From an optimization exercise on the open Yosys and OpenROAD flow, aimed at small area, a short achievable clock period and few clock cycles; shortcuts taken in it are not production practice.
Where RTL was checked, it was by simulation tests only, not by an equivalence proof against the original.
Power figures rest on the tool's default switching activity, not on a simulated workload.

## JK
Design accum_bank_ctl, start of the top module:
module accum_bank_ctl
#(
    parameter int NUM_CH   = 32,
    parameter int IN_W     = 17,
    parameter int ACC_W    = 24,
    parameter int CNT_W    = 8
) (
    input  logic                    clk,
    input  logic                    reset_n,
    input  logic                    start,
    input  logic [CNT_W-1:0]        len,
    input  logic                    in_valid,
    output logic                    in_ready,
    input  logic [NUM_CH*IN_W-1:0]  accum_i,
    output logic                    out_valid,
    input  logic                    out_ready,
    output logic [NUM_CH*ACC_W-1:0] result,
    output logic [NUM_CH-1:0]       ovf,
    output logic                    busy
);
==> flow/config.mk <==
export PLATFORM = sky130hd
export DESIGN_NAME = accum_bank_ctl
export DESIGN_NICKNAME = accum_bank_ctl
export VERILOG_FILES = /design/flow/design.v
export SDC_FILE = /design/flow/constraint.sdc
export NUM_CORES = 4
export LEC_CHECK = 0
export CAP_MARGIN = 20
export CORE_MARGIN = 2
export CORE_UTILIZATION = 35
export SETUP_SLACK_MARGIN = 2.4
export SLEW_MARGIN = 20
==> flow/constraint.sdc <==
create_clock -name core_clock -period 4.8 [get_ports {clk}]
set_input_delay 0.9600 -clock core_clock [delete_from_list [all_inputs] [get_ports {clk}]]
set_output_delay 0.9600 -clock core_clock [all_outputs]
set_load 0.01 [all_outputs]
standard.sh (not shown) runs the stock make flow with config.mk's settings and CLKGATE_MAP_FILE= SYNTH_SCRIPT=/design/flow/synth_recipe.tcl, a recipe that flattens the netlist after the stock synthesis.
==> flow/flow/run.sh <==
#!/bin/bash
# Layout flow: the standard layout (standard.sh, ORFS with the standard synthesis), with
# these changes: the port buffers are buf_2 cells instead of the resizer's default pick; the
# pins may sit on adjacent routing tracks, so the die need not grow to fit 1360 pins; and the
# placement repair caps net fanout (flow/fanout.tcl) so wide control nets get buffer trees.
# Each tool's full output is kept in a log file of its own in this folder.
set -euo pipefail
export BUFFER_PORTS_ARGS="-buffer_cell sky130_fd_sc_hd__buf_2"
export PLACE_PINS_ARGS="-min_distance 1 -min_distance_in_tracks"
export PRE_RESIZE_TCL="$(pwd)/flow/fanout.tcl"
bash standard.sh synth > synth.log 2>&1
bash standard.sh > layout.log 2>&1
==> flow/flow/fanout.tcl <==
# Before the placement repair: cap every net's fanout, so that repair_design builds buffer
# trees for the wide control nets (the beat and job-accept signals reach every lane).
set_max_fanout 12 [current_design]
For JK, the flow was terminated by a tool error in 5_1_grt and produced no final design.
What MS does differently from JK at the input level:
--- a/flow/flow/run.sh
+++ b/flow/flow/run.sh
@@ -10,0 +11 @@
+export PRE_GLOBAL_ROUTE_TCL="$(pwd)/flow/grt.tcl"
==> flow/flow/grt.tcl (new file) <==
# Before global routing: derate the routing layers' capacity a little less than the
# platform's 20%, so a single over-full edge near the dense pin rows does not stop the flow.
set_global_routing_layer_adjustment met1-met5 0.12
Results
From JK to MS, total number of clock tree sinks did not move at all. MS -> JK: mux cell area share after synthesis delta 0, exact match. Summary of MS over JK: fraction of the mapped netlist area in compound gates saw little to no change; die width saw little to no change. Reported for MS and JK, synthesized cell count turned out identical to the last digit. MS completed; timing, DRC and antenna clean. As far as I/O pin count is concerned, JK and MS perform about the same. Summary of MS over JK: synthesis-stage register bit count closely matched the old numbers, number of H-tree levels closely matched the old numbers, initial core utilization closely matched the old numbers, worst-case clock buffer depth closely matched the old numbers.
Function was not checked in any run of this note: the RTL went through the layout flow alone.

north:
Another version of the RTL of accum_bank_ctl (not shown whole).
Size in the first run: ~6100 cells after synthesis, about 53000 um2 of cells after synthesis.
// accum_bank_ctl
module accum_bank_ctl
#(
    parameter int NUM_CH   = 32,
    parameter int IN_W     = 17,
    parameter int ACC_W    = 24,
    parameter int CNT_W    = 8
) (
    input  logic                    clk,
    input  logic                    reset_n,
    input  logic                    start,
    input  logic [CNT_W-1:0]        len,
    input  logic                    in_valid,
    output logic                    in_ready,
    input  logic [NUM_CH*IN_W-1:0]  accum_i,
    output logic                    out_valid,
    input  logic                    out_ready,
    output logic [NUM_CH*ACC_W-1:0] result,
    output logic [NUM_CH-1:0]       ovf,
    output logic                    busy
);
    logic             busy_q, rdy_q, vld_q, settle_q, clr_q;
    logic [CNT_W-1:0] cnt_q;
    logic             go, beat, last;
    assign go   = start & (~busy_q | (vld_q & out_ready));
    assign beat = in_valid & rdy_q;
    assign last = beat & (cnt_q == CNT_W'(1));
    always_ff @(posedge clk or negedge reset_n) begin
        if (!reset_n) begin
            busy_q   <= 1'b0;
            rdy_q    <= 1'b0;
            vld_q    <= 1'b0;
            settle_q <= 1'b0;
            clr_q    <= 1'b0;
            cnt_q    <= '0;
        end else begin
            clr_q    <= go;
            settle_q <= go ? ~|len : last;
            if (go) begin
                busy_q <= 1'b1;
                rdy_q  <= |len;
                vld_q  <= 1'b0;
                cnt_q  <= len;
            end else begin
                if (beat) cnt_q <= cnt_q - CNT_W'(1);
                if (last) rdy_q <= 1'b0;
                if (settle_q) vld_q <= 1'b1;
                if (vld_q & out_ready) begin
                    vld_q  <= 1'b0;
                    busy_q <= 1'b0;
                end
            end
        end
    end
    for (genvar i = 0; i < NUM_CH; i++) begin : g_lane
        accum_lane #(.IN_W(IN_W), .ACC_W(ACC_W)) u_lane (
            .clk    (clk),
  ...
Settings: LEC_CHECK=0, CAP_MARGIN=20, CORE_AREA=4 4 466 466, DIE_AREA=0 0 470 470, SETUP_SLACK_MARGIN=2.0, SLEW_MARGIN=20; clock period 4.8 ns.
run.sh (not shown) runs the stock make flow with config.mk's settings and CLKGATE_MAP_FILE= SYNTH_SCRIPT=/design/flow/synth_recipe.tcl, a recipe that flattens the netlist after the stock synthesis.
Stock flow here: none of the scripts above is used.
The following lists how south was set up differently from north:
# north
export LEC_CHECK = 0
export CAP_MARGIN = 20
export CORE_AREA = 4 4 466 466
export DIE_AREA = 0 0 470 470
export SETUP_SLACK_MARGIN = 2.0
export SLEW_MARGIN = 20
create_clock -name core_clock -period 4.8 [get_ports {clk}]
# south
export LEC_CHECK = 0
export CAP_MARGIN = 20
export CORE_MARGIN = 2
export CORE_UTILIZATION = 40
export SETUP_SLACK_MARGIN = 2.0
export SLEW_MARGIN = 20
create_clock -name core_clock -period 4.8 [get_ports {clk}]
Results
south vs. north: post-synthesis mux area share saw little to no change, row count shrank by about 20%, overall die height decreased by 100 um relative to the old numbers, area share of and/or/nand/nor cells after synthesis comparable, post-synthesis share of cell area spent on xor and xnor gates barely changed.
From south to north, number of distinct standard cells referenced by the synthesized netlist did not move at all.
south: aborted in I/O pin placement (tool error)
south — die width 100 um lower, north as reference
Inputs modified between south and east:
# south
export LEC_CHECK = 0
export CAP_MARGIN = 20
export CORE_MARGIN = 2
export CORE_UTILIZATION = 40
export SETUP_SLACK_MARGIN = 2.0
export SLEW_MARGIN = 20
create_clock -name core_clock -period 4.8 [get_ports {clk}]
# east
export LEC_CHECK = 0
export CAP_MARGIN = 20
export CORE_AREA = 4 4 466 466
export DIE_AREA = 0 0 470 470
export SETUP_SLACK_MARGIN = 1.0
export SLEW_MARGIN = 20
create_clock -name core_clock -period 4.8 [get_ports {clk}]
==> comparison <==
- east | stages: all done | timing, DRC, antenna: all pass
- Per the comparison of east with south, netlist area before placement roughly the same; fraction of the mapped netlist area in simple logic gates essentially unchanged; initial core utilization went down.
- Between east and south, it is east whose number of rows created at floorplan is higher, by 35.
- Diff east..south | post-synthesis share of cell area spent on full adders, half adders and majority gates | unchanged
Changes in west relative to east:
# east
export LEC_CHECK = 0
export CAP_MARGIN = 20
export CORE_AREA = 4 4 466 466
export DIE_AREA = 0 0 470 470
export SETUP_SLACK_MARGIN = 1.0
export SLEW_MARGIN = 20
create_clock -name core_clock -period 4.8 [get_ports {clk}]
# west
export LEC_CHECK = 0
export CAP_MARGIN = 20
export CORE_MARGIN = 2
export CORE_UTILIZATION = 40
export SETUP_SLACK_MARGIN = 1.0
export SLEW_MARGIN = 20
create_clock -name core_clock -period 4.8 [get_ports {clk}]
==> comparison <==
Stage in which a tool error killed west: I/O pin placement. Number of synthesized flops with an enable pin essentially unchanged between east and west. Compared with east, in west number of cell rows lower, initial standard-cell utilization of the core higher, die outline width lower. Area after synthesis came out exactly the same in west and east. Summary: with east as the reference, floorplan die height in west moved down by more than 10%.
No functional check of the RTL was part of any run of this note.

accum_bank_ctl, a different RTL version from the one above (not shown whole).
Size: roughly 7400 cells after synthesis, ~880 flip-flops, roughly 1400 I/O pins, roughly 61000 sq um of cells after synthesis.
Settings: LEC_CHECK=0, CAP_MARGIN=20, CORE_MARGIN=2, CORE_UTILIZATION=55, SETUP_SLACK_MARGIN=2.4, SLEW_MARGIN=20; clock period 4.8 ns.
standard.sh (not shown) runs the stock make flow with config.mk's settings and CLKGATE_MAP_FILE= SYNTH_SCRIPT=/design/flow/synth_recipe.tcl, a recipe that flattens the netlist after the stock synthesis.
==> flow/flow/run.sh <==
#!/bin/bash
# Layout flow: the standard layout (standard.sh, ORFS with the standard synthesis), with two
# changes: the port buffers are buf_1 cells instead of the resizer's default pick, and the pins
# may sit on adjacent routing tracks, so the die need not grow to fit 1360 pins; and global
# routing derates the layers by 12% instead of 20% (flow/grt.tcl), for the dense pin rows.
# Each tool's full output is kept in a log file of its own in this folder.
set -euo pipefail
export BUFFER_PORTS_ARGS="-buffer_cell sky130_fd_sc_hd__buf_1"
export PLACE_PINS_ARGS="-min_distance 1 -min_distance_in_tracks"
export PRE_GLOBAL_ROUTE_TCL="$(pwd)/flow/grt.tcl"
bash standard.sh synth > synth.log 2>&1
bash standard.sh > layout.log 2>&1
==> flow/flow/grt.tcl <==
# Before global routing: derate the routing layers' capacity a little less than the
# platform's 20%, so a single over-full edge near the dense pin rows does not stop the flow.
set_global_routing_layer_adjustment met1-met5 0.12
The first run completed without violations.
Testbench counts at the start, summed over its fixed seeds: cycles 17,923.
Change:
==> flow/flow/run.sh (replaced) <==
#!/bin/bash
# Layout flow: the standard layout (standard.sh, ORFS with the standard synthesis), with two
# changes: the port buffers are buf_2 cells instead of the resizer's default pick, and the pins
# may sit on adjacent routing tracks, so the die need not grow to fit 1360 pins.
# Each tool's full output is kept in a log file of its own in this folder.
set -euo pipefail
export BUFFER_PORTS_ARGS="-buffer_cell sky130_fd_sc_hd__buf_2"
export PLACE_PINS_ARGS="-min_distance 1 -min_distance_in_tracks"
bash standard.sh synth > synth.log 2>&1
bash standard.sh > layout.log 2>&1
--- a/flow/config.mk
+++ b/flow/config.mk
@@ -10,2 +10,2 @@
-export CORE_UTILIZATION = 55
-export SETUP_SLACK_MARGIN = 2.4
+export CORE_UTILIZATION = 45
+export SETUP_SLACK_MARGIN = 2.7
removed: flow/flow/grt.tcl
Clock power increases by roughly a tenth.
Cell area goes up by a quarter to a third.
Via count came out higher by a little under a tenth.
Worst hold slack degrades by 180 ps.
Power goes up by about a fifth.
Wire length rose by about a fifth.
Core utilization goes up by 2.7 points.
Final cell count climbs by roughly a tenth.
Worst setup slack is worse by 42 ps.
Count of clock-buffer cells in the layout drops by 7.
Change:
--- a/flow/flow/run.sh
+++ b/flow/flow/run.sh
@@ -3,2 +3,3 @@
-# changes: the port buffers are buf_2 cells instead of the resizer's default pick, and the pins
-# may sit on adjacent routing tracks, so the die need not grow to fit 1360 pins.
+# changes: the port buffers are buf_1 cells instead of the resizer's default pick, and the pins
+# may sit on adjacent routing tracks, so the die need not grow to fit 1360 pins; and global
+# routing derates the layers by 12% instead of 20% (flow/grt.tcl), for the dense pin rows.
@@ -7 +8 @@
-export BUFFER_PORTS_ARGS="-buffer_cell sky130_fd_sc_hd__buf_2"
+export BUFFER_PORTS_ARGS="-buffer_cell sky130_fd_sc_hd__buf_1"
@@ -8,0 +10 @@
+export PRE_GLOBAL_ROUTE_TCL="$(pwd)/flow/grt.tcl"
==> flow/flow/grt.tcl (new file) <==
# Before global routing: derate the routing layers' capacity a little less than the
# platform's 20%, so a single over-full edge near the dense pin rows does not stop the flow.
set_global_routing_layer_adjustment met1-met5 0.12
--- a/flow/config.mk
+++ b/flow/config.mk
@@ -10,2 +10,2 @@
-export CORE_UTILIZATION = 45
-export SETUP_SLACK_MARGIN = 2.7
+export CORE_UTILIZATION = 60
+export SETUP_SLACK_MARGIN = 2.4
=> Utilization rose by 3.4 points; sequential power grows by about 1%; power goes down by about 13%; critical path depth is unchanged; wire length drops by 16%; synthesized cell count is unchanged; cell area falls by about 22%; setup slack improved by 3.6 ps; clock-buffer cell count rose by 1; clock power goes down by about 10%.
Change:
--- a/flow/flow/run.sh
+++ b/flow/flow/run.sh
@@ -4,2 +4 @@
-# may sit on adjacent routing tracks, so the die need not grow to fit 1360 pins; and global
-# routing derates the layers by 12% instead of 20% (flow/grt.tcl), for the dense pin rows.
+# may sit on adjacent routing tracks, so the die need not grow to fit 1360 pins.
@@ -10 +8,0 @@
-export PRE_GLOBAL_ROUTE_TCL="$(pwd)/flow/grt.tcl"
--- a/flow/config.mk
+++ b/flow/config.mk
@@ -10,2 +10,2 @@
-export CORE_UTILIZATION = 60
-export SETUP_SLACK_MARGIN = 2.4
+export CORE_UTILIZATION = 50
+export SETUP_SLACK_MARGIN = 2.3
removed: flow/flow/grt.tcl
Effect: Setup slack loses 56 ps; non-clock buffer count decreases by 1; worst hold slack loses 5.3 ps; total power stays flat; die area increases by about 20%; global-route usage decreases by 1.9 points; sequential power is about the same.

[afterwards: timing with drivers on the ports]
The flow's constraints put no driver on any port. The routed layouts listed below were extracted and timed again, unchanged, in two steps.
Step 1 (the two cells are an assumption about what drives the block):
set clk [get_ports {clk}]
set_driving_cell -lib_cell sky130_fd_sc_hd__clkbuf_16 $clk
set_driving_cell -lib_cell sky130_fd_sc_hd__buf_2 [delete_from_list [all_inputs] $clk]
Step 2, shift: input delay + t, output delay - t, t = (earliest + latest rising clock arrival at the registers) / 2. This alone moves slack from input paths to output paths.
Three values: no drivers, after step 1, after step 2; two values: the first two.
run	shift t [ns]	setup WS [ns]	hold WS [ns]	clock arrival spread, ns
MS	0.788	1.864 / 1.860 / 1.132	0.458 / 0.458 / 0.458	0.042 / 0.041
north	0.826	1.340 / 1.340 / 0.639	0.460 / 0.460 / 0.460	0.070 / 0.070
east	0.820	1.100 / 1.100 / 0.451	0.469 / 0.469 / 0.469	0.041 / 0.041
the first run of note 3	0.780	2.402 / 2.321 / 1.700	0.299 / 0.361 / 0.452	0.026 / 0.025
the second run of note 3	0.811	2.360 / 2.276 / 1.632	0.121 / 0.169 / 0.492	0.032 / 0.032
the third run of note 3	0.766	2.364 / 2.284 / 1.600	0.281 / 0.367 / 0.473	0.031 / 0.031
the fourth run of note 3	0.802	2.308 / 2.229 / 1.683	0.275 / 0.344 / 0.444	0.030 / 0.030
After both steps every run listed still meets setup and hold. The setup slack of the third run of note 3, which loses most, moves by -0.080 ns with the drivers and by -0.764 ns with both steps.
